From an optimization exercise on the open Yosys and OpenROAD flow, aimed at small area, a short achievable clock period and few clock cycles per item; shortcuts taken in it are not production practice.
In this exercise RTL edits were held to simulation tests only and were not proved equivalent to the original.
Power and IR drop assume default switching activity.

==> flow/design.v <==
package pel_pkg;
    localparam int PEL_WIDTH = 16;
    localparam int ACC_WIDTH = 32;
    typedef logic [PEL_WIDTH-1:0] pel_t;
    typedef logic [ACC_WIDTH-1:0] acc_t;
endpackage
package coef_pkg;
    localparam int COEF_WIDTH = 16;
    localparam int FRAC_BITS = 11;
    typedef logic [COEF_WIDTH-1:0] coef_t;
    localparam coef_t COEF_ONE = coef_t'(1 << FRAC_BITS);
endpackage
module scaler (
    input  logic          clk,
    input  logic          rst_n,
    input  logic          in_write,
    input  pel_pkg::pel_t in_din,
    output logic          in_full,
    input  logic [15:0]   coef,
    input  logic          out_read,
    output pel_pkg::pel_t out_dout,
    output logic          out_empty
);
    logic          v1, v2;
    pel_pkg::pel_t pel_d, pel_q;
    logic [7:0]    one_q, two_q, neg_q;
    logic          b15_q;
    logic [15:0]   s_d, c_d;
    logic [15:1]   t_d, g_d, t_q, g_q;
    logic          y0_d, y0_q, ci_d, ci_q;
    logic          go2, adv, acc;
    logic [16:0] cx;
    assign cx = {coef, 1'b0};
    always_ff @(posedge clk)
    begin
        for (int j = 0; j < 8; j++)
        begin
            one_q[j] <= cx[2*j+1] ^ cx[2*j];
            two_q[j] <= (cx[2*j+2] & ~cx[2*j+1] & ~cx[2*j])
                      | (~cx[2*j+2] & cx[2*j+1] & cx[2*j]);
            neg_q[j] <= cx[2*j+2];
        end
        b15_q <= coef[15];
    end
    assign go2     = ~v2 | out_read;
    assign adv     = v1 & go2;
    assign in_full = v1 & ~go2;
    assign acc     = in_write & ~in_full;
    lane_hold u_hold (
        .d   (in_din),
        .q   (pel_q),
        .v1  (v1),
        .v2  (v2),
        .rd  (out_read),
        .y   (pel_d)
    );
    mul_tree u_tree (
        .a    (pel_q),
        .one  (one_q),
        .two  (two_q),
        .neg  (neg_q),
        .b15  (b15_q),
        .s    (s_d),
        .c    (c_d)
    );
    assign t_d  = s_d[15:1] | c_d[15:1];
    assign g_d  = s_d[15:1] & c_d[15:1];
    assign y0_d = s_d[0] ^ c_d[0];
    assign ci_d = s_d[0] & c_d[0];
    always_ff @(posedge clk)
    begin
        pel_q <= pel_d;
        if (go2)
        begin
            t_q  <= t_d;
            g_q  <= g_d;
            y0_q <= y0_d;
            ci_q <= ci_d;
        end
    end
    always_ff @(posedge clk or negedge rst_n)
    begin
        if (!rst_n)
        begin
            v1 <= 1'b0;
            v2 <= 1'b0;
        end
        else
        begin
            v1 <= acc | (v1 & ~adv);
            if (go2)
                v2 <= v1;
        end
    end
    mul_cpa u_cpa (
        .t  (t_q),
        .g  (g_q),
        .ci (ci_q),
        .y  (out_dout[15:1])
    );
    assign out_dout[0] = y0_q;
    assign out_empty   = ~v2;
endmodule
module lane_hold (
    input  logic [15:0] d,
    input  logic [15:0] q,
    input  logic        v1,
    input  logic        v2,
    input  logic        rd,
    output logic [15:0] y
);
    assign y = (v1 & v2 & ~rd) ? q : d;
endmodule
module mul_tree (
    input  logic [15:0] a,
    input  logic [7:0]  one,
    input  logic [7:0]  two,
    input  logic [7:0]  neg,
    input  logic        b15,
    output logic [15:0] s,
    output logic [15:0] c
);
    logic pp_0_0;
    logic pp_0_1;
    logic pp_0_2;
    logic pp_0_3;
    logic pp_0_4;
    logic pp_0_5;
    logic pp_0_6;
    logic pp_0_7;
    logic pp_0_8;
    logic pp_0_9;
    logic pp_0_10;
    logic pp_0_11;
    logic pp_0_12;
    logic pp_0_13;
    logic pp_0_14;
    logic pp_0_15;
    logic pp_0_16;
    logic ns_0;
    logic pp_1_0;
    logic pp_1_1;
    logic pp_1_2;
    logic pp_1_3;
    logic pp_1_4;
    logic pp_1_5;
    logic pp_1_6;
    logic pp_1_7;
    logic pp_1_8;
    logic pp_1_9;
    logic pp_1_10;
    logic pp_1_11;
    logic pp_1_12;
    logic pp_1_13;
    logic pp_1_14;
    logic pp_1_15;
    logic pp_1_16;
    logic ns_1;
    logic pp_2_0;
    logic pp_2_1;
    logic pp_2_2;
    logic pp_2_3;
    logic pp_2_4;
    logic pp_2_5;
    logic pp_2_6;
    logic pp_2_7;
    logic pp_2_8;
    logic pp_2_9;
    logic pp_2_10;
    logic pp_2_11;
    logic pp_2_12;
    logic pp_2_13;
    logic pp_2_14;
    logic pp_2_15;
    logic pp_2_16;
    logic ns_2;
    logic pp_3_0;
    logic pp_3_1;
    logic pp_3_2;
    logic pp_3_3;
    logic pp_3_4;
    logic pp_3_5;
    logic pp_3_6;
    logic pp_3_7;
    logic pp_3_8;
    logic pp_3_9;
    logic pp_3_10;
    logic pp_3_11;
    logic pp_3_12;
    logic pp_3_13;
    logic pp_3_14;
    logic pp_3_15;
    logic pp_3_16;
    logic ns_3;
    logic pp_4_0;
    logic pp_4_1;
    logic pp_4_2;
    logic pp_4_3;
    logic pp_4_4;
    logic pp_4_5;
    logic pp_4_6;
    logic pp_4_7;
    logic pp_4_8;
    logic pp_4_9;
    logic pp_4_10;
    logic pp_4_11;
    logic pp_4_12;
    logic pp_4_13;
    logic pp_4_14;
    logic pp_4_15;
    logic pp_4_16;
    logic ns_4;
    logic pp_5_0;
    logic pp_5_1;
    logic pp_5_2;
    logic pp_5_3;
    logic pp_5_4;
    logic pp_5_5;
    logic pp_5_6;
    logic pp_5_7;
    logic pp_5_8;
    logic pp_5_9;
    logic pp_5_10;
    logic pp_5_11;
    logic pp_5_12;
    logic pp_5_13;
    logic pp_5_14;
    logic pp_5_15;
    logic pp_5_16;
    logic pp_6_0;
    logic pp_6_1;
    logic pp_6_2;
    logic pp_6_3;
    logic pp_6_4;
    logic pp_6_5;
    logic pp_6_6;
    logic pp_6_7;
    logic pp_6_8;
    logic pp_6_9;
    logic pp_6_10;
    logic pp_6_11;
    logic pp_6_12;
    logic pp_6_13;
    logic pp_6_14;
    logic pp_7_0;
    logic pp_7_1;
    logic pp_7_2;
    logic pp_7_3;
    logic pp_7_4;
    logic pp_7_5;
    logic pp_7_6;
    logic pp_7_7;
    logic pp_7_8;
    logic pp_7_9;
    logic pp_7_10;
    logic pp_7_11;
    logic pp_7_12;
    logic pp_8_0;
    logic pp_8_1;
    logic pp_8_2;
    logic pp_8_3;
    logic pp_8_4;
    logic pp_8_5;
    logic pp_8_6;
    logic pp_8_7;
    logic pp_8_8;
    logic pp_8_9;
    logic pp_8_10;
    logic nc_17;
    logic nc_18;
    logic nc_20;
    logic nc_22;
    logic nc_24;
    logic nc_26;
    logic hs_0;
    logic hc_0;
    logic hs_1;
    logic hc_1;
    logic fs_0;
    logic fc_0;
    logic hs_2;
    logic hc_2;
    logic fs_1;
    logic fc_1;
    logic hs_3;
    logic hc_3;
    logic fs_2;
    logic fc_2;
    logic fs_3;
    logic fc_3;
    logic hs_4;
    logic hc_4;
    logic fs_4;
    logic fc_4;
    logic fs_5;
    logic fc_5;
    logic hs_5;
    logic hc_5;
    logic fs_6;
    logic fc_6;
    logic fs_7;
    logic fc_7;
    logic fs_8;
    logic fc_8;
    logic hs_6;
    logic hc_6;
    logic fs_9;
    logic fc_9;
    logic fs_10;
    logic fc_10;
    logic fs_11;
    logic fc_11;
    logic hs_7;
    logic hc_7;
    logic fs_12;
    logic fc_12;
    logic fs_13;
    logic fc_13;
    logic fs_14;
    logic fc_14;
    logic fs_15;
    logic fc_15;
    logic hs_8;
    logic hc_8;
    logic lg_0;
    logic lt_0;
    logic lg_2;
    logic lt_2;
    logic lg_3;
    logic lt_3;
    logic lg_4;
    logic lt_4;
    logic lg_5;
    logic lt_5;
    logic lg_6;
    logic lt_6;
    logic lg_7;
    logic lt_7;
    logic lg_8;
    logic lt_8;
    logic lg_9;
    logic lt_9;
    logic lg_10;
    logic lt_10;
    logic lcg0;
    logic lcg1;
    logic lcg2;
    logic lct2;
    logic lcg3;
    logic lcg4;
    logic lct4;
    logic lcg5;
    logic lcg6;
    logic lct6;
    logic lcg7;
    logic lcg8;
    logic lct8;
    logic fs_16;
    logic fc_16;
    logic fs_17;
    logic fc_17;
    logic fs_18;
    logic fc_18;
    logic fs_19;
    logic fc_19;
    logic fs_21;
    logic fc_21;
    logic fs_22;
    logic fc_22;
    logic fs_23;
    logic fc_23;
    logic fs_24;
    logic fc_24;
    logic fs_25;
    logic fc_25;
    logic hc_9;
    logic fs_26;
    logic fc_26;
    logic fs_27;
    logic fc_27;
    logic fs_28;
    logic fc_28;
    logic fs_29;
    logic fc_29;
    logic fc_30;
    logic fs_31;
    logic fc_31;
    logic fs_32;
    logic fc_32;
    logic fs_33;
    logic fc_33;
    logic fs_34;
    logic fc_34;
    logic fs_35;
    logic fc_35;
    logic fs_36;
    logic fc_36;
    logic fs_37;
    logic fc_37;
    logic fs_38;
    logic fc_38;
    logic fs_39;
    logic fc_39;
    logic fs_40;
    logic fc_40;
    logic fs_41;
    logic fc_41;
    logic fs_42;
    logic fc_42;
    logic fs_43;
    logic fc_43;
    logic fs_44;
    logic fc_44;
    logic fs_45;
    logic fc_45;
    logic fs_46;
    logic fc_46;
    logic fs_47;
    logic fc_47;
    logic fs_48;
    logic fc_48;
    logic fs_50;
    logic fc_50;
    logic fs_51;
    logic fc_51;
    logic fs_52;
    logic fc_52;
    logic fs_53;
    logic fc_53;
    logic fs_54;
    logic fc_54;
    logic fs_55;
    logic fc_55;
    logic fs_57;
    logic fc_57;
    logic fs_58;
    logic fc_58;
    logic fs_59;
    logic fc_59;
    logic fs_60;
    logic fc_60;
    logic fs_61;
    logic fc_61;
    logic fs_62;
    logic fc_62;
    logic fs_64;
    logic fc_64;
    logic fs_65;
    logic fc_65;
    logic fs_66;
    logic fc_66;
    logic fs_67;
    logic fc_67;
    logic fs_68;
    logic fc_68;
    logic fs_69;
    logic fc_69;
    logic fs_71;
    logic fc_71;
    logic fs_72;
    logic fc_72;
    logic fs_73;
    logic fc_73;
    logic fs_74;
    logic fc_74;
    logic fs_75;
    logic fc_75;
    logic fs_77;
    logic fc_77;
    logic fs_78;
    logic fc_78;
    logic fs_79;
    logic fc_79;
    logic fs_80;
    logic fc_80;
    logic fs_81;
    logic fc_81;
    logic fs_83;
    logic fc_83;
    logic fs_84;
    logic fc_84;
    logic fs_85;
    logic fc_85;
    logic fs_86;
    logic fc_86;
    logic fs_88;
    logic fc_88;
    logic fs_89;
    logic fc_89;
    logic fs_90;
    logic fc_90;
    logic fs_91;
    logic fc_91;
    logic fs_93;
    logic fc_93;
    logic fs_94;
    logic fc_94;
    logic fs_95;
    logic fc_95;
    logic fs_97;
    logic fc_97;
    logic fs_98;
    logic fc_98;
    logic fs_99;
    logic fc_99;
    logic fs_101;
    logic fc_101;
    logic fs_102;
    logic fc_102;
    logic fc_103;
    assign pp_0_0 = ((one[0] & a[0])) ^ neg[0];
    assign pp_0_1 = ((one[0] & a[1]) | (two[0] & a[0])) ^ neg[0];
    assign pp_0_2 = ((one[0] & a[2]) | (two[0] & a[1])) ^ neg[0];
    assign pp_0_3 = ((one[0] & a[3]) | (two[0] & a[2])) ^ neg[0];
    assign pp_0_4 = ((one[0] & a[4]) | (two[0] & a[3])) ^ neg[0];
    assign pp_0_5 = ((one[0] & a[5]) | (two[0] & a[4])) ^ neg[0];
    assign pp_0_6 = ((one[0] & a[6]) | (two[0] & a[5])) ^ neg[0];
    assign pp_0_7 = ((one[0] & a[7]) | (two[0] & a[6])) ^ neg[0];
    assign pp_0_8 = ((one[0] & a[8]) | (two[0] & a[7])) ^ neg[0];
    assign pp_0_9 = ((one[0] & a[9]) | (two[0] & a[8])) ^ neg[0];
    assign pp_0_10 = ((one[0] & a[10]) | (two[0] & a[9])) ^ neg[0];
    assign pp_0_11 = ((one[0] & a[11]) | (two[0] & a[10])) ^ neg[0];
    assign pp_0_12 = ((one[0] & a[12]) | (two[0] & a[11])) ^ neg[0];
    assign pp_0_13 = ((one[0] & a[13]) | (two[0] & a[12])) ^ neg[0];
    assign pp_0_14 = ((one[0] & a[14]) | (two[0] & a[13])) ^ neg[0];
    assign pp_0_15 = ((one[0] & a[15]) | (two[0] & a[14])) ^ neg[0];
    assign pp_0_16 = ((two[0] & a[15])) ^ neg[0];
    assign ns_0 = ~neg[0];
    assign pp_1_0 = ((one[1] & a[0])) ^ neg[1];
    assign pp_1_1 = ((one[1] & a[1]) | (two[1] & a[0])) ^ neg[1];
    assign pp_1_2 = ((one[1] & a[2]) | (two[1] & a[1])) ^ neg[1];
    assign pp_1_3 = ((one[1] & a[3]) | (two[1] & a[2])) ^ neg[1];
    assign pp_1_4 = ((one[1] & a[4]) | (two[1] & a[3])) ^ neg[1];
    assign pp_1_5 = ((one[1] & a[5]) | (two[1] & a[4])) ^ neg[1];
    assign pp_1_6 = ((one[1] & a[6]) | (two[1] & a[5])) ^ neg[1];
    assign pp_1_7 = ((one[1] & a[7]) | (two[1] & a[6])) ^ neg[1];
    assign pp_1_8 = ((one[1] & a[8]) | (two[1] & a[7])) ^ neg[1];
    assign pp_1_9 = ((one[1] & a[9]) | (two[1] & a[8])) ^ neg[1];
    assign pp_1_10 = ((one[1] & a[10]) | (two[1] & a[9])) ^ neg[1];
    assign pp_1_11 = ((one[1] & a[11]) | (two[1] & a[10])) ^ neg[1];
    assign pp_1_12 = ((one[1] & a[12]) | (two[1] & a[11])) ^ neg[1];
    assign pp_1_13 = ((one[1] & a[13]) | (two[1] & a[12])) ^ neg[1];
    assign pp_1_14 = ((one[1] & a[14]) | (two[1] & a[13])) ^ neg[1];
    assign pp_1_15 = ((one[1] & a[15]) | (two[1] & a[14])) ^ neg[1];
    assign pp_1_16 = ((two[1] & a[15])) ^ neg[1];
    assign ns_1 = ~neg[1];
    assign pp_2_0 = ((one[2] & a[0])) ^ neg[2];
    assign pp_2_1 = ((one[2] & a[1]) | (two[2] & a[0])) ^ neg[2];
    assign pp_2_2 = ((one[2] & a[2]) | (two[2] & a[1])) ^ neg[2];
    assign pp_2_3 = ((one[2] & a[3]) | (two[2] & a[2])) ^ neg[2];
    assign pp_2_4 = ((one[2] & a[4]) | (two[2] & a[3])) ^ neg[2];
    assign pp_2_5 = ((one[2] & a[5]) | (two[2] & a[4])) ^ neg[2];
    assign pp_2_6 = ((one[2] & a[6]) | (two[2] & a[5])) ^ neg[2];
    assign pp_2_7 = ((one[2] & a[7]) | (two[2] & a[6])) ^ neg[2];
    assign pp_2_8 = ((one[2] & a[8]) | (two[2] & a[7])) ^ neg[2];
    assign pp_2_9 = ((one[2] & a[9]) | (two[2] & a[8])) ^ neg[2];
    assign pp_2_10 = ((one[2] & a[10]) | (two[2] & a[9])) ^ neg[2];
    assign pp_2_11 = ((one[2] & a[11]) | (two[2] & a[10])) ^ neg[2];
    assign pp_2_12 = ((one[2] & a[12]) | (two[2] & a[11])) ^ neg[2];
    assign pp_2_13 = ((one[2] & a[13]) | (two[2] & a[12])) ^ neg[2];
    assign pp_2_14 = ((one[2] & a[14]) | (two[2] & a[13])) ^ neg[2];
    assign pp_2_15 = ((one[2] & a[15]) | (two[2] & a[14])) ^ neg[2];
    assign pp_2_16 = ((two[2] & a[15])) ^ neg[2];
    assign ns_2 = ~neg[2];
    assign pp_3_0 = ((one[3] & a[0])) ^ neg[3];
    assign pp_3_1 = ((one[3] & a[1]) | (two[3] & a[0])) ^ neg[3];
    assign pp_3_2 = ((one[3] & a[2]) | (two[3] & a[1])) ^ neg[3];
    assign pp_3_3 = ((one[3] & a[3]) | (two[3] & a[2])) ^ neg[3];
    assign pp_3_4 = ((one[3] & a[4]) | (two[3] & a[3])) ^ neg[3];
    assign pp_3_5 = ((one[3] & a[5]) | (two[3] & a[4])) ^ neg[3];
    assign pp_3_6 = ((one[3] & a[6]) | (two[3] & a[5])) ^ neg[3];
    assign pp_3_7 = ((one[3] & a[7]) | (two[3] & a[6])) ^ neg[3];
    assign pp_3_8 = ((one[3] & a[8]) | (two[3] & a[7])) ^ neg[3];
    assign pp_3_9 = ((one[3] & a[9]) | (two[3] & a[8])) ^ neg[3];
    assign pp_3_10 = ((one[3] & a[10]) | (two[3] & a[9])) ^ neg[3];
    assign pp_3_11 = ((one[3] & a[11]) | (two[3] & a[10])) ^ neg[3];
    assign pp_3_12 = ((one[3] & a[12]) | (two[3] & a[11])) ^ neg[3];
    assign pp_3_13 = ((one[3] & a[13]) | (two[3] & a[12])) ^ neg[3];
    assign pp_3_14 = ((one[3] & a[14]) | (two[3] & a[13])) ^ neg[3];
    assign pp_3_15 = ((one[3] & a[15]) | (two[3] & a[14])) ^ neg[3];
    assign pp_3_16 = ((two[3] & a[15])) ^ neg[3];
    assign ns_3 = ~neg[3];
    assign pp_4_0 = ((one[4] & a[0])) ^ neg[4];
    assign pp_4_1 = ((one[4] & a[1]) | (two[4] & a[0])) ^ neg[4];
    assign pp_4_2 = ((one[4] & a[2]) | (two[4] & a[1])) ^ neg[4];
    assign pp_4_3 = ((one[4] & a[3]) | (two[4] & a[2])) ^ neg[4];
    assign pp_4_4 = ((one[4] & a[4]) | (two[4] & a[3])) ^ neg[4];
    assign pp_4_5 = ((one[4] & a[5]) | (two[4] & a[4])) ^ neg[4];
    assign pp_4_6 = ((one[4] & a[6]) | (two[4] & a[5])) ^ neg[4];
    assign pp_4_7 = ((one[4] & a[7]) | (two[4] & a[6])) ^ neg[4];
    assign pp_4_8 = ((one[4] & a[8]) | (two[4] & a[7])) ^ neg[4];
    assign pp_4_9 = ((one[4] & a[9]) | (two[4] & a[8])) ^ neg[4];
    assign pp_4_10 = ((one[4] & a[10]) | (two[4] & a[9])) ^ neg[4];
    assign pp_4_11 = ((one[4] & a[11]) | (two[4] & a[10])) ^ neg[4];
    assign pp_4_12 = ((one[4] & a[12]) | (two[4] & a[11])) ^ neg[4];
    assign pp_4_13 = ((one[4] & a[13]) | (two[4] & a[12])) ^ neg[4];
    assign pp_4_14 = ((one[4] & a[14]) | (two[4] & a[13])) ^ neg[4];
    assign pp_4_15 = ((one[4] & a[15]) | (two[4] & a[14])) ^ neg[4];
    assign pp_4_16 = ((two[4] & a[15])) ^ neg[4];
    assign ns_4 = ~neg[4];
    assign pp_5_0 = ((one[5] & a[0])) ^ neg[5];
    assign pp_5_1 = ((one[5] & a[1]) | (two[5] & a[0])) ^ neg[5];
    assign pp_5_2 = ((one[5] & a[2]) | (two[5] & a[1])) ^ neg[5];
    assign pp_5_3 = ((one[5] & a[3]) | (two[5] & a[2])) ^ neg[5];
    assign pp_5_4 = ((one[5] & a[4]) | (two[5] & a[3])) ^ neg[5];
    assign pp_5_5 = ((one[5] & a[5]) | (two[5] & a[4])) ^ neg[5];
    assign pp_5_6 = ((one[5] & a[6]) | (two[5] & a[5])) ^ neg[5];
    assign pp_5_7 = ((one[5] & a[7]) | (two[5] & a[6])) ^ neg[5];
    assign pp_5_8 = ((one[5] & a[8]) | (two[5] & a[7])) ^ neg[5];
    assign pp_5_9 = ((one[5] & a[9]) | (two[5] & a[8])) ^ neg[5];
    assign pp_5_10 = ((one[5] & a[10]) | (two[5] & a[9])) ^ neg[5];
    assign pp_5_11 = ((one[5] & a[11]) | (two[5] & a[10])) ^ neg[5];
    assign pp_5_12 = ((one[5] & a[12]) | (two[5] & a[11])) ^ neg[5];
    assign pp_5_13 = ((one[5] & a[13]) | (two[5] & a[12])) ^ neg[5];
    assign pp_5_14 = ((one[5] & a[14]) | (two[5] & a[13])) ^ neg[5];
    assign pp_5_15 = ((one[5] & a[15]) | (two[5] & a[14])) ^ neg[5];
    assign pp_5_16 = ((two[5] & a[15])) ^ neg[5];
    assign pp_6_0 = ((one[6] & a[0])) ^ neg[6];
    assign pp_6_1 = ((one[6] & a[1]) | (two[6] & a[0])) ^ neg[6];
    assign pp_6_2 = ((one[6] & a[2]) | (two[6] & a[1])) ^ neg[6];
    assign pp_6_3 = ((one[6] & a[3]) | (two[6] & a[2])) ^ neg[6];
    assign pp_6_4 = ((one[6] & a[4]) | (two[6] & a[3])) ^ neg[6];
    assign pp_6_5 = ((one[6] & a[5]) | (two[6] & a[4])) ^ neg[6];
    assign pp_6_6 = ((one[6] & a[6]) | (two[6] & a[5])) ^ neg[6];
    assign pp_6_7 = ((one[6] & a[7]) | (two[6] & a[6])) ^ neg[6];
    assign pp_6_8 = ((one[6] & a[8]) | (two[6] & a[7])) ^ neg[6];
    assign pp_6_9 = ((one[6] & a[9]) | (two[6] & a[8])) ^ neg[6];
    assign pp_6_10 = ((one[6] & a[10]) | (two[6] & a[9])) ^ neg[6];
    assign pp_6_11 = ((one[6] & a[11]) | (two[6] & a[10])) ^ neg[6];
    assign pp_6_12 = ((one[6] & a[12]) | (two[6] & a[11])) ^ neg[6];
    assign pp_6_13 = ((one[6] & a[13]) | (two[6] & a[12])) ^ neg[6];
    assign pp_6_14 = ((one[6] & a[14]) | (two[6] & a[13])) ^ neg[6];
    assign pp_7_0 = ((one[7] & a[0])) ^ neg[7];
    assign pp_7_1 = ((one[7] & a[1]) | (two[7] & a[0])) ^ neg[7];
    assign pp_7_2 = ((one[7] & a[2]) | (two[7] & a[1])) ^ neg[7];
    assign pp_7_3 = ((one[7] & a[3]) | (two[7] & a[2])) ^ neg[7];
    assign pp_7_4 = ((one[7] & a[4]) | (two[7] & a[3])) ^ neg[7];
    assign pp_7_5 = ((one[7] & a[5]) | (two[7] & a[4])) ^ neg[7];
    assign pp_7_6 = ((one[7] & a[6]) | (two[7] & a[5])) ^ neg[7];
    assign pp_7_7 = ((one[7] & a[7]) | (two[7] & a[6])) ^ neg[7];
    assign pp_7_8 = ((one[7] & a[8]) | (two[7] & a[7])) ^ neg[7];
    assign pp_7_9 = ((one[7] & a[9]) | (two[7] & a[8])) ^ neg[7];
    assign pp_7_10 = ((one[7] & a[10]) | (two[7] & a[9])) ^ neg[7];
    assign pp_7_11 = ((one[7] & a[11]) | (two[7] & a[10])) ^ neg[7];
    assign pp_7_12 = ((one[7] & a[12]) | (two[7] & a[11])) ^ neg[7];
    assign pp_8_0 = b15 & a[0];
    assign pp_8_1 = b15 & a[1];
    assign pp_8_2 = b15 & a[2];
    assign pp_8_3 = b15 & a[3];
    assign pp_8_4 = b15 & a[4];
    assign pp_8_5 = b15 & a[5];
    assign pp_8_6 = b15 & a[6];
    assign pp_8_7 = b15 & a[7];
    assign pp_8_8 = b15 & a[8];
    assign pp_8_9 = b15 & a[9];
    assign pp_8_10 = b15 & a[10];
    assign nc_17 = ~ns_0;
    assign nc_18 = ~ns_0;
    assign nc_20 = ~pp_8_4;
    assign nc_22 = ~pp_8_6;
    assign nc_24 = ~pp_8_8;
    assign nc_26 = ~pp_8_10;
    mul_ha u_hs_0 (.a(neg[1]), .b(pp_0_2), .s(hs_0), .c(hc_0));
    mul_ha u_hs_1 (.a(pp_0_3), .b(pp_1_1), .s(hs_1), .c(hc_1));
    mul_fa u_fs_0 (.a(neg[2]), .b(pp_0_4), .ci(pp_1_2), .s(fs_0), .co(fc_0));
    mul_ha u_hs_2 (.a(pp_2_0), .b(hc_1), .s(hs_2), .c(hc_2));
    mul_fa u_fs_1 (.a(pp_0_5), .b(pp_1_3), .ci(pp_2_1), .s(fs_1), .co(fc_1));
    mul_ha u_hs_3 (.a(hc_2), .b(fc_0), .s(hs_3), .c(hc_3));
    mul_fa u_fs_2 (.a(neg[3]), .b(pp_0_6), .ci(pp_1_4), .s(fs_2), .co(fc_2));
    mul_fa u_fs_3 (.a(pp_2_2), .b(pp_3_0), .ci(fc_1), .s(fs_3), .co(fc_3));
    mul_ha u_hs_4 (.a(fs_2), .b(hc_3), .s(hs_4), .c(hc_4));
    mul_fa u_fs_4 (.a(pp_0_7), .b(pp_1_5), .ci(pp_2_3), .s(fs_4), .co(fc_4));
    mul_fa u_fs_5 (.a(pp_3_1), .b(fc_2), .ci(fs_4), .s(fs_5), .co(fc_5));
    mul_ha u_hs_5 (.a(fc_3), .b(hc_4), .s(hs_5), .c(hc_5));
    mul_fa u_fs_6 (.a(neg[4]), .b(pp_0_8), .ci(pp_1_6), .s(fs_6), .co(fc_6));
    mul_fa u_fs_7 (.a(pp_2_4), .b(pp_3_2), .ci(pp_4_0), .s(fs_7), .co(fc_7));
    mul_fa u_fs_8 (.a(fc_4), .b(fs_6), .ci(fs_7), .s(fs_8), .co(fc_8));
    mul_ha u_hs_6 (.a(fc_5), .b(hc_5), .s(hs_6), .c(hc_6));
    mul_fa u_fs_9 (.a(pp_0_9), .b(pp_1_7), .ci(pp_2_5), .s(fs_9), .co(fc_9));
    mul_fa u_fs_10 (.a(pp_3_3), .b(pp_4_1), .ci(fc_6), .s(fs_10), .co(fc_10));
    mul_fa u_fs_11 (.a(fc_7), .b(fs_9), .ci(fc_8), .s(fs_11), .co(fc_11));
    mul_ha u_hs_7 (.a(fs_10), .b(hc_6), .s(hs_7), .c(hc_7));
    mul_fa u_fs_12 (.a(neg[5]), .b(pp_0_10), .ci(pp_1_8), .s(fs_12), .co(fc_12));
    mul_fa u_fs_13 (.a(pp_2_6), .b(pp_3_4), .ci(pp_4_2), .s(fs_13), .co(fc_13));
    mul_fa u_fs_14 (.a(pp_5_0), .b(fc_9), .ci(fs_12), .s(fs_14), .co(fc_14));
    mul_fa u_fs_15 (.a(fs_13), .b(fc_10), .ci(fs_14), .s(fs_15), .co(fc_15));
    mul_ha u_hs_8 (.a(fc_11), .b(hc_7), .s(hs_8), .c(hc_8));
    assign lg_0 = neg[0] & pp_0_0;
    assign lt_0 = neg[0] | pp_0_0;
    assign lg_2 = pp_1_0 & hs_0;
    assign lt_2 = pp_1_0 | hs_0;
    assign lg_3 = hc_0 & hs_1;
    assign lt_3 = hc_0 | hs_1;
    assign lg_4 = fs_0 & hs_2;
    assign lt_4 = fs_0 | hs_2;
    assign lg_5 = fs_1 & hs_3;
    assign lt_5 = fs_1 | hs_3;
    assign lg_6 = fs_3 & hs_4;
    assign lt_6 = fs_3 | hs_4;
    assign lg_7 = fs_5 & hs_5;
    assign lt_7 = fs_5 | hs_5;
    assign lg_8 = fs_8 & hs_6;
    assign lt_8 = fs_8 | hs_6;
    assign lg_9 = fs_11 & hs_7;
    assign lt_9 = fs_11 | hs_7;
    assign lg_10 = fs_15 & hs_8;
    assign lt_10 = fs_15 | hs_8;
    assign lcg0 = 1'b0 | (pp_0_1 & lg_0);
    assign lcg1 = lg_2 | (lt_2 & lcg0);
    assign lcg2 = lg_4 | (lt_4 & lg_3);
    assign lct2 = lt_4 & lt_3;
    assign lcg3 = lcg2 | (lct2 & lcg1);
    assign lcg4 = lg_6 | (lt_6 & lg_5);
    assign lct4 = lt_6 & lt_5;
    assign lcg5 = lcg4 | (lct4 & lcg3);
    assign lcg6 = lg_8 | (lt_8 & lg_7);
    assign lct6 = lt_8 & lt_7;
    assign lcg7 = lcg6 | (lct6 & lcg5);
    assign lcg8 = lg_10 | (lt_10 & lg_9);
    assign lct8 = lt_10 & lt_9;
    assign c[0] = lcg8 | (lct8 & lcg7);
    mul_fa u_fs_16 (.a(pp_0_11), .b(pp_1_9), .ci(pp_2_7), .s(fs_16), .co(fc_16));
    mul_fa u_fs_17 (.a(pp_3_5), .b(pp_4_3), .ci(pp_5_1), .s(fs_17), .co(fc_17));
    mul_fa u_fs_18 (.a(fc_12), .b(fc_13), .ci(fs_16), .s(fs_18), .co(fc_18));
    mul_fa u_fs_19 (.a(fs_17), .b(fc_14), .ci(fs_18), .s(fs_19), .co(fc_19));
    mul_fa u_fs_20 (.a(fc_15), .b(fs_19), .ci(hc_8), .s(s[0]), .co(c[1]));
    mul_fa u_fs_21 (.a(neg[6]), .b(pp_0_12), .ci(pp_1_10), .s(fs_21), .co(fc_21));
    mul_fa u_fs_22 (.a(pp_2_8), .b(pp_3_6), .ci(pp_4_4), .s(fs_22), .co(fc_22));
    mul_fa u_fs_23 (.a(pp_5_2), .b(pp_6_0), .ci(fc_16), .s(fs_23), .co(fc_23));
    mul_fa u_fs_24 (.a(fc_17), .b(fs_21), .ci(fs_22), .s(fs_24), .co(fc_24));
    mul_fa u_fs_25 (.a(fc_18), .b(fs_23), .ci(fs_24), .s(fs_25), .co(fc_25));
    mul_ha u_hs_9 (.a(fc_19), .b(fs_25), .s(s[1]), .c(hc_9));
    mul_fa u_fs_26 (.a(pp_0_13), .b(pp_1_11), .ci(pp_2_9), .s(fs_26), .co(fc_26));
    mul_fa u_fs_27 (.a(pp_3_7), .b(pp_4_5), .ci(pp_5_3), .s(fs_27), .co(fc_27));
    mul_fa u_fs_28 (.a(pp_6_1), .b(fc_21), .ci(fc_22), .s(fs_28), .co(fc_28));
    mul_fa u_fs_29 (.a(fs_26), .b(fs_27), .ci(fc_23), .s(fs_29), .co(fc_29));
    mul_fa u_fs_30 (.a(fc_24), .b(fs_28), .ci(fs_29), .s(s[2]), .co(fc_30));
    mul_ha u_hs_10 (.a(fc_25), .b(hc_9), .s(c[2]), .c(s[3]));
    mul_fa u_fs_31 (.a(neg[7]), .b(pp_0_14), .ci(pp_1_12), .s(fs_31), .co(fc_31));
    mul_fa u_fs_32 (.a(pp_2_10), .b(pp_3_8), .ci(pp_4_6), .s(fs_32), .co(fc_32));
    mul_fa u_fs_33 (.a(pp_5_4), .b(pp_6_2), .ci(pp_7_0), .s(fs_33), .co(fc_33));
    mul_fa u_fs_34 (.a(fc_26), .b(fc_27), .ci(fs_31), .s(fs_34), .co(fc_34));
    mul_fa u_fs_35 (.a(fs_32), .b(fs_33), .ci(fc_28), .s(fs_35), .co(fc_35));
    mul_fa u_fs_36 (.a(fs_34), .b(fc_29), .ci(fs_35), .s(fs_36), .co(fc_36));
    mul_ha u_hs_11 (.a(fc_30), .b(fs_36), .s(c[3]), .c(s[4]));
    mul_fa u_fs_37 (.a(pp_0_15), .b(pp_1_13), .ci(pp_2_11), .s(fs_37), .co(fc_37));
    mul_fa u_fs_38 (.a(pp_3_9), .b(pp_4_7), .ci(pp_5_5), .s(fs_38), .co(fc_38));
    mul_fa u_fs_39 (.a(pp_6_3), .b(pp_7_1), .ci(fc_31), .s(fs_39), .co(fc_39));
    mul_fa u_fs_40 (.a(fc_32), .b(fc_33), .ci(fs_37), .s(fs_40), .co(fc_40));
    mul_fa u_fs_41 (.a(fs_38), .b(fc_34), .ci(fs_39), .s(fs_41), .co(fc_41));
    mul_fa u_fs_42 (.a(fs_40), .b(fc_35), .ci(fs_41), .s(fs_42), .co(fc_42));
    mul_ha u_hs_12 (.a(fc_36), .b(fs_42), .s(c[4]), .c(s[5]));
    mul_fa u_fs_43 (.a(pp_8_0), .b(pp_0_16), .ci(pp_1_14), .s(fs_43), .co(fc_43));
    mul_fa u_fs_44 (.a(pp_2_12), .b(pp_3_10), .ci(pp_4_8), .s(fs_44), .co(fc_44));
    mul_fa u_fs_45 (.a(pp_5_6), .b(pp_6_4), .ci(pp_7_2), .s(fs_45), .co(fc_45));
    mul_fa u_fs_46 (.a(fc_37), .b(fc_38), .ci(fs_43), .s(fs_46), .co(fc_46));
    mul_fa u_fs_47 (.a(fs_44), .b(fs_45), .ci(fc_39), .s(fs_47), .co(fc_47));
    mul_fa u_fs_48 (.a(fc_40), .b(fs_46), .ci(fc_41), .s(fs_48), .co(fc_48));
    mul_fa u_fs_49 (.a(fs_47), .b(fc_42), .ci(fs_48), .s(c[5]), .co(s[6]));
    mul_fa u_fs_50 (.a(nc_17), .b(pp_8_1), .ci(pp_1_15), .s(fs_50), .co(fc_50));
    mul_fa u_fs_51 (.a(pp_2_13), .b(pp_3_11), .ci(pp_4_9), .s(fs_51), .co(fc_51));
    mul_fa u_fs_52 (.a(pp_5_7), .b(pp_6_5), .ci(pp_7_3), .s(fs_52), .co(fc_52));
    mul_fa u_fs_53 (.a(fc_43), .b(fc_44), .ci(fc_45), .s(fs_53), .co(fc_53));
    mul_fa u_fs_54 (.a(fs_50), .b(fs_51), .ci(fs_52), .s(fs_54), .co(fc_54));
    mul_fa u_fs_55 (.a(fc_46), .b(fs_53), .ci(fs_54), .s(fs_55), .co(fc_55));
    mul_fa u_fs_56 (.a(fc_47), .b(fs_55), .ci(fc_48), .s(c[6]), .co(c[7]));
    mul_fa u_fs_57 (.a(nc_18), .b(pp_8_2), .ci(pp_1_16), .s(fs_57), .co(fc_57));
    mul_fa u_fs_58 (.a(pp_2_14), .b(pp_3_12), .ci(pp_4_10), .s(fs_58), .co(fc_58));
    mul_fa u_fs_59 (.a(pp_5_8), .b(pp_6_6), .ci(pp_7_4), .s(fs_59), .co(fc_59));
    mul_fa u_fs_60 (.a(fc_50), .b(fc_51), .ci(fc_52), .s(fs_60), .co(fc_60));
    mul_fa u_fs_61 (.a(fs_57), .b(fs_58), .ci(fs_59), .s(fs_61), .co(fc_61));
    mul_fa u_fs_62 (.a(fc_53), .b(fc_54), .ci(fs_60), .s(fs_62), .co(fc_62));
    mul_fa u_fs_63 (.a(fs_61), .b(fc_55), .ci(fs_62), .s(s[7]), .co(s[8]));
    mul_fa u_fs_64 (.a(ns_1), .b(ns_0), .ci(pp_8_3), .s(fs_64), .co(fc_64));
    mul_fa u_fs_65 (.a(pp_2_15), .b(pp_3_13), .ci(pp_4_11), .s(fs_65), .co(fc_65));
    mul_fa u_fs_66 (.a(pp_5_9), .b(pp_6_7), .ci(pp_7_5), .s(fs_66), .co(fc_66));
    mul_fa u_fs_67 (.a(fs_64), .b(fc_57), .ci(fc_58), .s(fs_67), .co(fc_67));
    mul_fa u_fs_68 (.a(fc_59), .b(fs_65), .ci(fs_66), .s(fs_68), .co(fc_68));
    mul_fa u_fs_69 (.a(fc_60), .b(fc_61), .ci(fs_67), .s(fs_69), .co(fc_69));
    mul_fa u_fs_70 (.a(fs_68), .b(fc_62), .ci(fs_69), .s(c[8]), .co(s[9]));
    mul_fa u_fs_71 (.a(nc_20), .b(pp_2_16), .ci(pp_3_14), .s(fs_71), .co(fc_71));
    mul_fa u_fs_72 (.a(pp_4_12), .b(pp_5_10), .ci(pp_6_8), .s(fs_72), .co(fc_72));
    mul_fa u_fs_73 (.a(pp_7_6), .b(fc_64), .ci(fc_65), .s(fs_73), .co(fc_73));
    mul_fa u_fs_74 (.a(fc_66), .b(fs_71), .ci(fs_72), .s(fs_74), .co(fc_74));
    mul_fa u_fs_75 (.a(fc_67), .b(fc_68), .ci(fs_73), .s(fs_75), .co(fc_75));
    mul_fa u_fs_76 (.a(fs_74), .b(fc_69), .ci(fs_75), .s(c[9]), .co(s[10]));
    mul_fa u_fs_77 (.a(ns_2), .b(pp_8_5), .ci(pp_8_4), .s(fs_77), .co(fc_77));
    mul_fa u_fs_78 (.a(pp_3_15), .b(pp_4_13), .ci(pp_5_11), .s(fs_78), .co(fc_78));
    mul_fa u_fs_79 (.a(pp_6_9), .b(pp_7_7), .ci(fs_77), .s(fs_79), .co(fc_79));
    mul_fa u_fs_80 (.a(fc_71), .b(fc_72), .ci(fs_78), .s(fs_80), .co(fc_80));
    mul_fa u_fs_81 (.a(fs_79), .b(fc_73), .ci(fc_74), .s(fs_81), .co(fc_81));
    mul_fa u_fs_82 (.a(fs_80), .b(fc_75), .ci(fs_81), .s(c[10]), .co(s[11]));
    mul_fa u_fs_83 (.a(nc_22), .b(pp_3_16), .ci(pp_4_14), .s(fs_83), .co(fc_83));
    mul_fa u_fs_84 (.a(pp_5_12), .b(pp_6_10), .ci(pp_7_8), .s(fs_84), .co(fc_84));
    mul_fa u_fs_85 (.a(fc_77), .b(fc_78), .ci(fs_83), .s(fs_85), .co(fc_85));
    mul_fa u_fs_86 (.a(fs_84), .b(fc_79), .ci(fc_80), .s(fs_86), .co(fc_86));
    mul_fa u_fs_87 (.a(fs_85), .b(fc_81), .ci(fs_86), .s(c[11]), .co(s[12]));
    mul_fa u_fs_88 (.a(ns_3), .b(pp_8_7), .ci(pp_8_6), .s(fs_88), .co(fc_88));
    mul_fa u_fs_89 (.a(pp_4_15), .b(pp_5_13), .ci(pp_6_11), .s(fs_89), .co(fc_89));
    mul_fa u_fs_90 (.a(pp_7_9), .b(fs_88), .ci(fc_83), .s(fs_90), .co(fc_90));
    mul_fa u_fs_91 (.a(fc_84), .b(fs_89), .ci(fc_85), .s(fs_91), .co(fc_91));
    mul_fa u_fs_92 (.a(fs_90), .b(fc_86), .ci(fs_91), .s(c[12]), .co(s[13]));
    mul_fa u_fs_93 (.a(nc_24), .b(pp_4_16), .ci(pp_5_14), .s(fs_93), .co(fc_93));
    mul_fa u_fs_94 (.a(pp_6_12), .b(pp_7_10), .ci(fc_88), .s(fs_94), .co(fc_94));
    mul_fa u_fs_95 (.a(fc_89), .b(fs_93), .ci(fs_94), .s(fs_95), .co(fc_95));
    mul_fa u_fs_96 (.a(fc_90), .b(fs_95), .ci(fc_91), .s(c[13]), .co(c[14]));
    mul_fa u_fs_97 (.a(ns_4), .b(pp_8_9), .ci(pp_8_8), .s(fs_97), .co(fc_97));
    mul_fa u_fs_98 (.a(pp_5_15), .b(pp_6_13), .ci(pp_7_11), .s(fs_98), .co(fc_98));
    mul_fa u_fs_99 (.a(fs_97), .b(fc_93), .ci(fs_98), .s(fs_99), .co(fc_99));
    mul_fa u_fs_100 (.a(fc_94), .b(fs_99), .ci(fc_95), .s(s[14]), .co(c[15]));
    mul_fa u_fs_101 (.a(nc_26), .b(pp_5_16), .ci(pp_6_14), .s(fs_101), .co(fc_101));
    mul_fa u_fs_102 (.a(pp_7_12), .b(fc_97), .ci(fc_98), .s(fs_102), .co(fc_102));
    mul_fa u_fs_103 (.a(fs_101), .b(fc_99), .ci(fs_102), .s(s[15]), .co(fc_103));
endmodule
module mul_fa (
    input  logic a,
    input  logic b,
    input  logic ci,
    output logic s,
    output logic co
);
    assign s  = a ^ b ^ ci;
    assign co = (a & b) | (ci & (a ^ b));
endmodule
module mul_ha (
    input  logic a,
    input  logic b,
    output logic s,
    output logic c
);
    assign s = a ^ b;
    assign c = a & b;
endmodule
module mul_cpa (
    input  logic [14:0] t,
    input  logic [14:0] g,
    input  logic        ci,
    output logic [14:0] y
);
    logic g0_1;
    assign g0_1 = g[0] | (t[0] & ci);
    logic g0_3;
    assign g0_3 = g[2] | (t[2] & g[1]);
    logic t0_3;
    assign t0_3 = t[2] & t[1];
    logic g0_5;
    assign g0_5 = g[4] | (t[4] & g[3]);
    logic t0_5;
    assign t0_5 = t[4] & t[3];
    logic g0_7;
    assign g0_7 = g[6] | (t[6] & g[5]);
    logic t0_7;
    assign t0_7 = t[6] & t[5];
    logic g0_9;
    assign g0_9 = g[8] | (t[8] & g[7]);
    logic t0_9;
    assign t0_9 = t[8] & t[7];
    logic g0_11;
    assign g0_11 = g[10] | (t[10] & g[9]);
    logic t0_11;
    assign t0_11 = t[10] & t[9];
    logic g0_13;
    assign g0_13 = g[12] | (t[12] & g[11]);
    logic t0_13;
    assign t0_13 = t[12] & t[11];
    logic g0_15;
    assign g0_15 = g[14] | (t[14] & g[13]);
    logic t0_15;
    assign t0_15 = t[14] & t[13];
    logic g1_2;
    assign g1_2 = g[1] | (t[1] & g0_1);
    logic g1_3;
    assign g1_3 = g0_3 | (t0_3 & g0_1);
    logic g1_6;
    assign g1_6 = g[5] | (t[5] & g0_5);
    logic t1_6;
    assign t1_6 = t[5] & t0_5;
    logic g1_7;
    assign g1_7 = g0_7 | (t0_7 & g0_5);
    logic t1_7;
    assign t1_7 = t0_7 & t0_5;
    logic g1_10;
    assign g1_10 = g[9] | (t[9] & g0_9);
    logic t1_10;
    assign t1_10 = t[9] & t0_9;
    logic g1_11;
    assign g1_11 = g0_11 | (t0_11 & g0_9);
    logic t1_11;
    assign t1_11 = t0_11 & t0_9;
    logic g1_14;
    assign g1_14 = g[13] | (t[13] & g0_13);
    logic t1_14;
    assign t1_14 = t[13] & t0_13;
    logic g1_15;
    assign g1_15 = g0_15 | (t0_15 & g0_13);
    logic t1_15;
    assign t1_15 = t0_15 & t0_13;
    logic g2_4;
    assign g2_4 = g[3] | (t[3] & g1_3);
    logic g2_5;
    assign g2_5 = g0_5 | (t0_5 & g1_3);
    logic g2_6;
    assign g2_6 = g1_6 | (t1_6 & g1_3);
    logic g2_7;
    assign g2_7 = g1_7 | (t1_7 & g1_3);
    logic g2_12;
    assign g2_12 = g[11] | (t[11] & g1_11);
    logic t2_12;
    assign t2_12 = t[11] & t1_11;
    logic g2_13;
    assign g2_13 = g0_13 | (t0_13 & g1_11);
    logic t2_13;
    assign t2_13 = t0_13 & t1_11;
    logic g2_14;
    assign g2_14 = g1_14 | (t1_14 & g1_11);
    logic t2_14;
    assign t2_14 = t1_14 & t1_11;
    logic g2_15;
    assign g2_15 = g1_15 | (t1_15 & g1_11);
    logic t2_15;
    assign t2_15 = t1_15 & t1_11;
    logic g3_8;
    assign g3_8 = g[7] | (t[7] & g2_7);
    logic g3_9;
    assign g3_9 = g0_9 | (t0_9 & g2_7);
    logic g3_10;
    assign g3_10 = g1_10 | (t1_10 & g2_7);
    logic g3_11;
    assign g3_11 = g1_11 | (t1_11 & g2_7);
    logic g3_12;
    assign g3_12 = g2_12 | (t2_12 & g2_7);
    logic g3_13;
    assign g3_13 = g2_13 | (t2_13 & g2_7);
    logic g3_14;
    assign g3_14 = g2_14 | (t2_14 & g2_7);
    logic g3_15;
    assign g3_15 = g2_15 | (t2_15 & g2_7);
    assign y[0] = (t[0] & ~g[0]) ^ ci;
    assign y[1] = (t[1] & ~g[1]) ^ g0_1;
    assign y[2] = (t[2] & ~g[2]) ^ g1_2;
    assign y[3] = (t[3] & ~g[3]) ^ g1_3;
    assign y[4] = (t[4] & ~g[4]) ^ g2_4;
    assign y[5] = (t[5] & ~g[5]) ^ g2_5;
    assign y[6] = (t[6] & ~g[6]) ^ g2_6;
    assign y[7] = (t[7] & ~g[7]) ^ g2_7;
    assign y[8] = (t[8] & ~g[8]) ^ g3_8;
    assign y[9] = (t[9] & ~g[9]) ^ g3_9;
    assign y[10] = (t[10] & ~g[10]) ^ g3_10;
    assign y[11] = (t[11] & ~g[11]) ^ g3_11;
    assign y[12] = (t[12] & ~g[12]) ^ g3_12;
    assign y[13] = (t[13] & ~g[13]) ^ g3_13;
    assign y[14] = (t[14] & ~g[14]) ^ g3_14;
endmodule
module pel_scaler_top #(
    parameter int FLUX  = 2,
    parameter int DEPTH = 4
) (
    input  logic                              clk,
    input  logic                              rst_n,
    input  logic            [FLUX-1:0]        in_write,
    input  pel_pkg::pel_t   [FLUX-1:0]        in_din,
    output logic            [FLUX-1:0]        in_full,
    input  coef_pkg::coef_t [FLUX-1:0]        coef,
    input  logic            [FLUX-1:0]        out_read,
    output pel_pkg::pel_t   [FLUX-1:0]        out_dout,
    output logic            [FLUX-1:0]        out_empty
);
    genvar f;
    generate
        for (f = 0; f < FLUX; f++)
        begin : g_lane
            scaler u_lane (
                .clk       (clk),
                .rst_n     (rst_n),
                .in_write  (in_write[f]),
                .in_din    (in_din[f]),
                .in_full   (in_full[f]),
                .coef      (coef[f]),
                .out_read  (out_read[f]),
                .out_dout  (out_dout[f]),
                .out_empty (out_empty[f])
            );
        end
    endgenerate
endmodule
==> flow/flow/run.sh <==
#!/bin/bash
# the standard layout, with plain buffers (not delay cells) on the ports
bash standard.sh "BUFFER_PORTS_ARGS=-buffer_cell sky130_fd_sc_hd__buf_2" finish > standard.log 2>&1
==> flow/standard.sh <==
#!/bin/bash
# synth_recipe.tcl (not shown) runs the flow's synth.tcl, then flattens the netlist and writes it again
# the make line also repeats each setting of config.mk as NAME=value (left out here)
make -C /OpenROAD-flow-scripts/flow DESIGN_CONFIG=/design/flow/config.mk WORK_HOME=/design/flow/orfs CLKGATE_MAP_FILE= SYNTH_SCRIPT=/design/flow/synth_recipe.tcl "${@:-finish}"
==> flow/config.mk <==
export PLATFORM = sky130hd
export DESIGN_NAME = pel_scaler_top
export DESIGN_NICKNAME = pel_scaler_top
export VERILOG_FILES = /design/flow/design.v
export SDC_FILE = /design/flow/constraint.sdc
export NUM_CORES = 4
export LEC_CHECK = 0
export CAP_MARGIN = 20
export CORE_MARGIN = 2
export CORE_UTILIZATION = 75
export CTS_BUF_LIST = sky130_fd_sc_hd__clkbuf_4 sky130_fd_sc_hd__clkbuf_8
export CTS_CLUSTER_DIAMETER = 100
export CTS_CLUSTER_SIZE = 30
export PLACE_DENSITY = 0.85
export SETUP_SLACK_MARGIN = 4.3
export SLEW_MARGIN = 20
export SYNTH_HIERARCHICAL = 1
==> flow/constraint.sdc <==
create_clock -name core_clock -period 8.0 [get_ports {clk}]
set_input_delay 1.6000 -clock core_clock [delete_from_list [all_inputs] [get_ports {clk}]]
set_output_delay 1.6000 -clock core_clock [all_outputs]
set_load 0.01 [all_outputs]
==> results of run 1 <==
[sequential cells by signal, indices dropped and copies added (netlist names)]
name / count
g_lane.u_lane.two_q: 16
g_lane.u_lane.g_q: 30
g_lane.u_lane.pel_q: 32
g_lane.u_lane.t_q: 30
g_lane.u_lane.v1: 2
g_lane.u_lane.v2: 2
g_lane.u_lane.ci_q: 2
g_lane.u_lane.y0_q: 2
g_lane.u_lane.one_q: 16
g_lane.u_lane.neg_q: 16
[worst min-delay path by stage]
stage               slack (ps)  depth (start not counted)                       from                   endpoint
floorplan                  450                          1  g_lane[0].u_lane.pel_q[0]  g_lane[0].u_lane.pel_q[0]
global placement           530                          1        g_lane[0].u_lane.v1        g_lane[0].u_lane.v2
detailed placement         540                          1        g_lane[0].u_lane.v1        g_lane[0].u_lane.v2
CTS                        560                          1        g_lane[0].u_lane.v1        g_lane[0].u_lane.v2
global route               570                          1  g_lane[0].u_lane.pel_q[8]  g_lane[0].u_lane.pel_q[8]
finish                     560                          1  g_lane[0].u_lane.pel_q[8]  g_lane[0].u_lane.pel_q[8]
[cells by family after synthesis]
group,Yosys count,share of synthesized area
xor gates and xnor gates,296,0.164
muxes,32,0.0276
and+or+nand+nor,226,0.0838
buffers and inverters,174,0.0513
DFF,148,0.230
AOI/OAI and AO/OA,334,0.157
adders and majority gates,236,0.286
[per-module statistics from Yosys, one instance, submodules excluded, a selection]
module | copies in the design | area (µm²)
mul_fa | 208 | 20.0
lane_hold | 2 | 249
mul_ha | 26 | 12.5
mul_cpa | 2 | 524
scaler | 2 | 2250
mul_tree | 2 | 2620
[cells in the mapped netlist, drive strengths merged (14+ instances only)]
master / instances / area [µm²]
and2: 46 / 290
or2: 32 / 200
fa: 208 / 4160
nand2b: 30 / 188
nor2: 20 / 75.1
a21oi: 32 / 198
a22oi: 236 / 1770
xnor2: 282 / 2470
dfxtp: 80 / 1600
mux2: 32 / 435
nand2: 42 / 158
xor2: 14 / 123
inv: 24 / 90.1
buf: 98 / 523
edfxtp: 64 / 1920
o21ai: 32 / 183
ha: 28 / 350
nand3b: 16 / 145
nor2b: 20 / 125
clkbuf: 52 / 195
[report_power, final]
group	switching, mW	total (mW)	internal [mW]
clock network	0.317	0.605	0.288
registers	0.297	1.57	1.27
logic	2.40	4.75	2.35
total	3.01	6.92	3.91
[per-layer routing]
metal  up-vias  share of wire  global-route usage
met1      5827           0.40               0.520
met5         -              0                   0
met2       885           0.45               0.541
met3       112           0.13              0.0936
met4         0          0.020              0.0786
li1       5041              -                   -
[timing repair]
item,in CTS,in global routing
endpoints found under the setup margin,37,41
buffers inserted,8,41
pin swaps,11,14
resized for setup,77,73
[through the flow]
stage / total power [mW] / worst slack [ps] / hold slack (ps)
6_report: 6.92 / 4230 / 562
5_1_grt: 7.53 / 4120 / 569
4_1_cts: 6.74 / 4160 / 563
3_5_place_dp: 5.99 / 3840 / 542
3_3_place_gp: 5.63 / 4020 / 527
2_1_floorplan: 4.74 / 4350 / 452
[worst max-delay path, delay by kind of cell, from the launching register on]
kind	cells	cell delay [ps]
AO/OA/AOI/OAI	5	910
XOR/XNOR	1	180
buffers and inverters	1	170
flip-flops	1	460
[layout make-up]
class	instances	area, µm²	share of cell area
Clock inverter	14	154	0.00893
Multi-Input combinational cell	1124	11500	0.667
Sequential cell	148	3820	0.222
Timing Repair Buffer	172	1090	0.0634
Clock buffer	18	248	0.0144
Inverter	24	90.1	0.00523
Tap cell	275	344	0.0200
==> flow_summary.ini, run 1 <==
[die]
dieArea_mm2 = 0.0222
fp.dieH_um = 149
ios = 106
die_w_um = 149
initial_core_util = 0.757
rows = 53
coreArea_mm2 = 0.0208

[placement]
hpwl_um = 27400
portBuffers = 105
dp_cells = 1694
placed_cell_area_mm2 = 0.0161
place.gp.congestion = 0.936

[timing]
worst_pin_slew_ps = 638
finalHoldViolCount = 0
rsz0062_at_grt = true
slew_viol_final = 0
min_period_over_period = 0.471
min_period_ps = 3770
clock-skew-final_ps = 17.0
max_freq_mhz = 265
slew_headroom = 0.574
setup_viol = 0
tns_ps = 0

[drt]
drt_iter0_drc = 1606
num_vias = 11865
vias_per_cell = 6.68
postRouteAntennaNets = 0
detail_route.wl_per_cell_um = 22.1
wl_um = 39300
drc = 0
drt_first_pass_iters = 7

[grt]
grt-ovfl-total = 0
grt_first_pass_wirelength_um = 61400
grtUsageTotal = 0.356
grt_max_degree = 34
grt_pass1_vias = 11474
antenna_found_initial = 0

[synth]
ys.flop_type = dfxtp_1
syn_avg_cell_area_um2 = 10.9
synth_cells = 1446
syn-num-nets = 1752
async_reset_ff_frac = 0.0270
ys_warn_count = 7
netlist_area_mm2 = 0.0158
ys_seq_elements = 148
synthDistinctLibCells = 49
synth-edff-count = 64
synth-seq-area-share = 0.230

[job]
maxCapViolCount = 0

[pwr]
leakage_nw = 6.42
p_per_area_mw_per_mm2 = 402
peakVddDrop_v = 0.000199

[critical_path]
critPathKind = reg -> out
cp_max_fo = 5
cp_cell_sequence = a21oi_4, o21ai_4, a32oi_4, o31ai_4, o31ai_2, xnor2_1, buf_2
reg2reg_depth = 10
slowest_delay_ps = 460
crit_path_start_kind = register
crit_arrival_ps = 2170
cp_slowest_cell = edfxtp_1
cp-startpoint = g_lane[0].u_lane.t_q[1]
reg2reg_to = g_lane[0].u_lane.y0_q
reg2reg_from = g_lane[0].u_lane.pel_q[10]
regToRegSetupSlack_ps = 4310
endpoint_kind = primary output
cp.required_ps = 6400
cp-endpoint = out_dout[15]

[layout]
diodes = 0
n_fill_cell = 1166
final_common_cell = xnor2_1
nets = 1793
fin_area_mm2 = 0.0172
layout-drive-gt1-share = 0.231
syn_to_final_growth_pct = 9.25
fin_cells = 1775
final_core_util = 0.827
mostFrequentLayoutCells = xnor2_1, a22oi_1, fa_1

[clock_tree]
clk_latency_ps = 450
root_buffer = clkbuf_8
clk_path_buf_depth = 2
cts_hold_buf = 0
cts_tree = yes
cts_buffers = 17
htreeDepth = 4
path_clk_slew_ps = 90
numClockSinks = 148

[hold_path]
min_path_type = reg -> reg

[run_status]
status = no timing/DRC/antenna violations
Testbench counts, summed over its fixed seeds: cycles 8,016, items 16,000.
==> run 2, diff against run 1 <==
--- a/flow/config.mk
+++ b/flow/config.mk
@@ -7,11 +7,11 @@
 export LEC_CHECK = 0
 export CAP_MARGIN = 20
 export CORE_MARGIN = 2
-export CORE_UTILIZATION = 75
+export CORE_UTILIZATION = 55
 export CTS_BUF_LIST = sky130_fd_sc_hd__clkbuf_4 sky130_fd_sc_hd__clkbuf_8
 export CTS_CLUSTER_DIAMETER = 100
 export CTS_CLUSTER_SIZE = 30
-export PLACE_DENSITY = 0.85
+export PLACE_DENSITY = 0.65
 export SETUP_SLACK_MARGIN = 4.3
 export SLEW_MARGIN = 20
 export SYNTH_HIERARCHICAL = 1
==> flow_summary.ini, run 2 <==
[run_status]
status = no timing/DRC/antenna violations

[synth]
synth-edff-count = 64
ys_seq_elements = 148
synth_top_area_frac = 0.264
synth_top_area_cell = fa_1
synthDistinctLibCells = 49
syn_avg_cell_area_um2 = 10.9
synth-seq-area-share = 0.230
synth_cells = 1446
ys_warn_count = 7
ys_top_cells_by_count = xnor2_1, a22oi_1, fa_1
netlist_area_mm2 = 0.0158
yosysMostFrequentCell = xnor2_1
netlist_top_cells_area = fa_1, xnor2_1, edfxtp_1, a22oi_1, dfxtp_1
syn-num-nets = 1752
ys.flop_type = dfxtp_1
async_reset_ff_frac = 0.0270

[job]
maxCapViolCount = 0

[drt]
dr_wl_met2_um = 15300
wl_um = 37300
drt-met1-wl_um = 18200
drt_first_pass_iters = 6
num_vias = 11115
wl_met3_um = 3300
drc = 0
vias_per_cell = 5.98
postRouteAntennaNets = 0
detail_route.wl_per_cell_um = 20.0
highest_layer = met4
drt_iter0_drc = 1105

[clock_tree]
clk_path_buf_depth = 2
htreeDepth = 4
cts_buffers = 17
root_buffer = clkbuf_8
cts_tree = yes
numClockSinks = 148
path_clk_slew_ps = 100
clk_latency_ps = 460

[hold_path]
min_path_type = reg -> reg
whs_endpoint = g_lane[1].u_lane.pel_q[9]
whs_path_depth = 1
min_from = g_lane[1].u_lane.pel_q[9]

[placement]
place_ws_ps = 3890
place.gp.congestion = 0.868
portBuffers = 105
hpwl_um = 26900
dp_cells = 1805

[pwr]
leakage_nw = 6.29
peakVddDrop_v = 0.000149
p_sw_frac = 0.430
clockPowerShare = 0.085
p_seq_frac = 0.236
internal_power_mw = 3.78
switchingPower_mw = 2.85
p_per_area_mw_per_mm2 = 387
pwr-share-comb = 0.679

[timing]
hold_slack_ps = 558
clock-skew-final_ps = 21.2
finalHoldViolCount = 0
min_period_over_period = 0.473
slew_headroom = 0.569
rsz0062_at_grt = true
max_freq_mhz = 264
worst_pin_slew_ps = 646
min_period_ps = 3790
slew_viol_final = 0
tns_ps = 0
layout_setup_ws_ps = 4210
setup_viol = 0

[critical_path]
reg2reg_depth = 13
slowest_delay_ps = 470
critPathTopFamily = compound AO/OA/AOI/OAI gates
reg2reg_to = g_lane[1].u_lane.y0_q
worst-path-stages = 7
regToRegSetupSlack_ps = 4330
cp_max_fo = 5
endpoint_kind = primary output
cp_slowest_cell = edfxtp_1
crit_arrival_ps = 2190
crit_path_start_kind = register
cp_cell_sequence = a21oi_4, o21ai_4, a32oi_4, o31ai_4, o31ai_2, xnor2_1, buf_2
reg2reg_from = g_lane[1].u_lane.pel_q[3]
cp.required_ps = 6400
cp_num_buf_inv = 1
critPathKind = reg -> out

[layout]
fin_cells = 1860
final_core_util = 0.611
layout-drive-gt1-share = 0.217
diodes = 0
mostFrequentLayoutCells = xnor2_1, a22oi_1, fa_1
nets = 1775
top_regs = g_lane.u_lane.pel_q (32), g_lane.u_lane.g_q (30), g_lane.u_lane.t_q (30)
largest_register_ffs = 32
final_common_cell = xnor2_1
syn_to_final_growth_pct = 8.57
top_register = g_lane.u_lane.pel_q

[die]
ios = 106
coreArea_mm2 = 0.0280
rows = 61
dieArea_mm2 = 0.0300
initial_core_util = 0.563
die_w_um = 173
fp.dieH_um = 173

[grt]
grt_pass1_vias = 10913
grt-ovfl-total = 0
grtUsageTotal = 0.253
grt_max_degree = 34
grt_first_pass_wirelength_um = 60500
antenna_found_initial = 0
-- run 2: metal layers --
layer / global-route usage / up-vias
li1: - / 5003
met1: 0.409 / 5568
met4: 0.0664 / 0
met5: 0 / -
met3: 0.0537 / 30
met2: 0.339 / 514
-- run 2: worst max path at each step --
| stage | slack [ps] | from | endpoint |
|---|---|---|---|
| finish | 4210 | g_lane[0].u_lane.ci_q | out_dout[15] |
| global route | 4080 | g_lane[0].u_lane.ci_q | out_dout[15] |
| CTS | 4180 | g_lane[0].u_lane.ci_q | out_dout[15] |
| detailed placement | 3890 | g_lane[1].u_lane.pel_q[4] | g_lane[1].u_lane.y0_q |
| global placement | 3920 | g_lane[1].u_lane.pel_q[3] | g_lane[1].u_lane.y0_q |
| floorplan | 4350 | g_lane[0].u_lane.pel_q[6] | g_lane[0].u_lane.t_q[5] |
-- run 2: logic make-up after synthesis --
kind of cell,Yosys count,share of synthesized area
flip-flops,148,0.230
buffers and inverters,174,0.0513
AO/OA/AOI/OAI,334,0.157
multiplexers,32,0.0276
AND/OR/NAND/NOR,226,0.0838
XOR/XNOR,296,0.164
adder cells (fa/ha/maj),236,0.286
-- run 2: Yosys stat by module (local to each module, per instance), excerpt --
module	flip-flops and latches	copies in the design	cell area (µm²)	cells
scaler	74	2	2250	140
mul_cpa	0	2	524	74
mul_tree	0	2	2620	374
lane_hold	0	2	249	18
mul_ha	0	26	12.5	1
mul_fa	0	208	20.0	1
-- run 2: timing repair --
item	CTS	global route
gates cloned	0	0
hold buffers	0	0
gates resized for setup	60	81
setup endpoints to repair	47	34
pin swaps	12	17
setup buffers	10	13
-- run 2: metrics by stage --
step,cell area [µm²],power (mW)
final,17100,6.63
after global routing,17100,7.34
after CTS,16800,6.54
after detailed placement,16200,5.90
after global placement,16200,5.78
after floorplan,15800,4.74
-- run 2: power groups by stage --
stage | Sequential (mW) | Clock, mW | Combinational, mW
2_1_floorplan | 1.40 | 0 | 3.34
3_3_place_gp | 1.56 | 0 | 4.22
3_5_place_dp | 1.57 | 0 | 4.33
4_1_cts | 1.55 | 0.581 | 4.41
5_1_grt | 1.60 | 0.612 | 5.13
6_report | 1.56 | 0.563 | 4.50
-- run 2: cell type report --
class                   instances  area (µm²)
repair buffers                154         926
flip-flops and latches        148        3800
fillers                      2364       10900
multi-input cells            1124       11500
well taps                     378         473
clock buffers                  18         248
inverters                      24        90.1
clock inverters                14         114
-- run 2: worst register-to-register path: cells and delay by family, from the launching register on --
family | cells | cell delay [ps]
compound gates | 5 | 750
xor+xnor | 1 | 170
fa+ha+maj | 7 | 2010
flops | 1 | 510
==> run 3, diff against run 2 <==
--- a/flow/config.mk
+++ b/flow/config.mk
@@ -7,11 +7,12 @@
 export LEC_CHECK = 0
 export CAP_MARGIN = 20
 export CORE_MARGIN = 2
-export CORE_UTILIZATION = 55
+export CORE_UTILIZATION = 65
 export CTS_BUF_LIST = sky130_fd_sc_hd__clkbuf_4 sky130_fd_sc_hd__clkbuf_8
 export CTS_CLUSTER_DIAMETER = 100
 export CTS_CLUSTER_SIZE = 30
-export PLACE_DENSITY = 0.65
+export GPL_TIMING_DRIVEN = 1
+export PLACE_DENSITY = 0.75
 export SETUP_SLACK_MARGIN = 4.3
 export SLEW_MARGIN = 20
 export SYNTH_HIERARCHICAL = 1
==> flow_summary.ini, run 3 <==
[job]
maxCapViolCount = 0

[hold_path]
whs_path_depth = 1

[synth]
ys_top_cells_by_count = xnor2_1, a22oi_1, fa_1
ys_seq_elements = 148
ys.flop_type = dfxtp_1
netlist_top_cells_area = fa_1, xnor2_1, edfxtp_1, a22oi_1, dfxtp_1
synth-seq-area-share = 0.230
synth_cells = 1446
async_reset_ff_frac = 0.0270
syn-num-nets = 1752
synth_top_area_cell = fa_1
synthDistinctLibCells = 49
synth-edff-count = 64
yosysMostFrequentCell = xnor2_1
netlist_area_mm2 = 0.0158
ys_warn_count = 7
syn_avg_cell_area_um2 = 10.9

[clock_tree]
root_buffer = clkbuf_8
numClockSinks = 148
clk_path_buf_depth = 2
cts_tree = yes
path_clk_slew_ps = 90

[critical_path]
cp_num_buf_inv = 1
reg2reg_from = g_lane[1].u_lane.pel_q[5]
crit_path_start_kind = register
reg2reg_depth = 14
cp_slowest_cell = edfxtp_1
cp_cell_sequence = a21oi_4, o21ai_4, a32oi_4, o31ai_4, a21oi_2, xnor2_1, buf_2
slowest_delay_ps = 440
endpoint_kind = primary output
cp.required_ps = 6400
critPathKind = reg -> out
reg2reg_to = g_lane[1].u_lane.y0_q

[drt]
drt_first_pass_iters = 8
num_vias = 11169
wl_um = 36600
vias_per_cell = 6.24
drc = 0

[pwr]
peakVddDrop_v = 0.000204
leakage_nw = 6.25

[layout]
mostFrequentLayoutCells = xnor2_1, a22oi_1, fa_1
n_fill_cell = 1801
layout-drive-gt1-share = 0.205
syn_to_final_growth_pct = 7.67
top_register = g_lane.u_lane.pel_q
top_regs = g_lane.u_lane.pel_q (32), g_lane.u_lane.g_q (30), g_lane.u_lane.t_q (30)
final_core_util = 0.706
nets = 1759

[die]
ios = 106
rows = 57
dieArea_mm2 = 0.0255
initial_core_util = 0.656
die_w_um = 160

[timing]
setup_viol = 0
tns_ps = 0
min_period_ps = 3710
rsz0062_at_grt = true
slew_viol_final = 0
worst_pin_slew_ps = 630
max_freq_mhz = 270
clock-skew-final_ps = 22.7
slew_headroom = 0.579
min_period_over_period = 0.463

[run_status]
status = no timing/DRC/antenna violations

[placement]
place.gp.congestion = 0.917
portBuffers = 105

[grt]
grt_first_pass_wirelength_um = 60200
grtUsageTotal = 0.294
antenna_found_initial = 0
grt_max_degree = 34
grt_pass1_vias = 11353
## run 3: kinds of logic (layout without fill, tap and decap cells)
logic type / count (synthesis) / in the layout / synth area share
compound gates: 334 / 334 / 0.157
xor+xnor: 296 / 296 / 0.164
fa+ha+maj: 236 / 236 / 0.286
buf+inv: 174 / 193 / 0.0513
flops: 148 / 148 / 0.230
mux: 32 / 32 / 0.0276
simple gates: 226 / 226 / 0.0838
## run 3: metal layers
layer | global-route usage | vias up | part of all wire
met4 | 0.0707 | 0 | 0.013
met2 | 0.415 | 659 | 0.42
met3 | 0.0836 | 48 | 0.12
met1 | 0.450 | 5493 | 0.45
met5 | 0 | - | 0
li1 | - | 4969 | -
## run 3: how the worst max path moves through the flow
stage	from	end	depth (start not counted)	slack [ps]
after global routing	g_lane[0].u_lane.ci_q	out_dout[15]	7	4180
after floorplan	g_lane[0].u_lane.pel_q[6]	g_lane[0].u_lane.t_q[5]	10	4350
after CTS	g_lane[1].u_lane.t_q[1]	out_dout[31]	7	4240
after detailed placement	g_lane[0].u_lane.neg_q[0]	g_lane[0].u_lane.y0_q	12	3820
final	g_lane[0].u_lane.ci_q	out_dout[14]	7	4290
after global placement	g_lane[0].u_lane.neg_q[0]	g_lane[0].u_lane.y0_q	12	3920
## run 3: area by class of cell
type                    instances  area [µm²]  area share
clock buffers                  19         255      0.0150
repair buffers                138         795      0.0468
inverters                      24        90.1     0.00531
clock inverters                12         176      0.0104
multi-input cells            1124       11400       0.674
flip-flops and latches        148        3820       0.225
well taps                     324         405      0.0239
## run 3: worst reg2reg max path: cells and delay by family, from the launching register on
family	cells	cell delay, ps
buf+inv	1	180
compound gates	5	780
fa+ha+maj	7	1890
flops	1	380
xor+xnor	1	190
## run 3: what timing repair did
item                       4_1_cts  5_1_grt
hold buffers                     0        0
gates resized for setup         71       64
setup endpoints to repair       40       31
buffers inserted                 6        7
pin swaps                       10       12
## run 3: through the flow
step / std cells / power [mW] / area [µm²] / setup WS (ps) / hold slack, ps
after detailed placement: 1745 / 5.92 / 16100 / 3820 / 535
after global routing: 1789 / 7.40 / 17000 / 4180 / 566
after floorplan: 1446 / 4.74 / 15800 / 4350 / 452
after CTS: 1782 / 6.63 / 16700 / 4240 / 553
after global placement: 1745 / 5.70 / 16100 / 3920 / 529
final: 1789 / 6.70 / 17000 / 4290 / 553
## run 3: modules after synthesis (local to each module, per instance), a selection
module / times used / cell area [µm²]
lane_hold: 2 / 249
mul_cpa: 2 / 524
mul_fa: 208 / 20.0
mul_ha: 26 / 12.5
mul_tree: 2 / 2620
scaler: 2 / 2250
## run 3: power by group
| part | switching, mW | internal [mW] |
|---|---|---|
| clock | 0.300 | 0.351 |
| combinational | 2.22 | 2.24 |
| sequential | 0.310 | 1.27 |
| total | 2.83 | 3.86 |

Check on run 3: ideal ports give 4.293 ns setup slack; a clkbuf_16 on the clock port and buf_2 on the inputs give 4.248 ns; moving port delays by the midpoint clock arrival (0.481 ns) as well gives 4.324 ns.
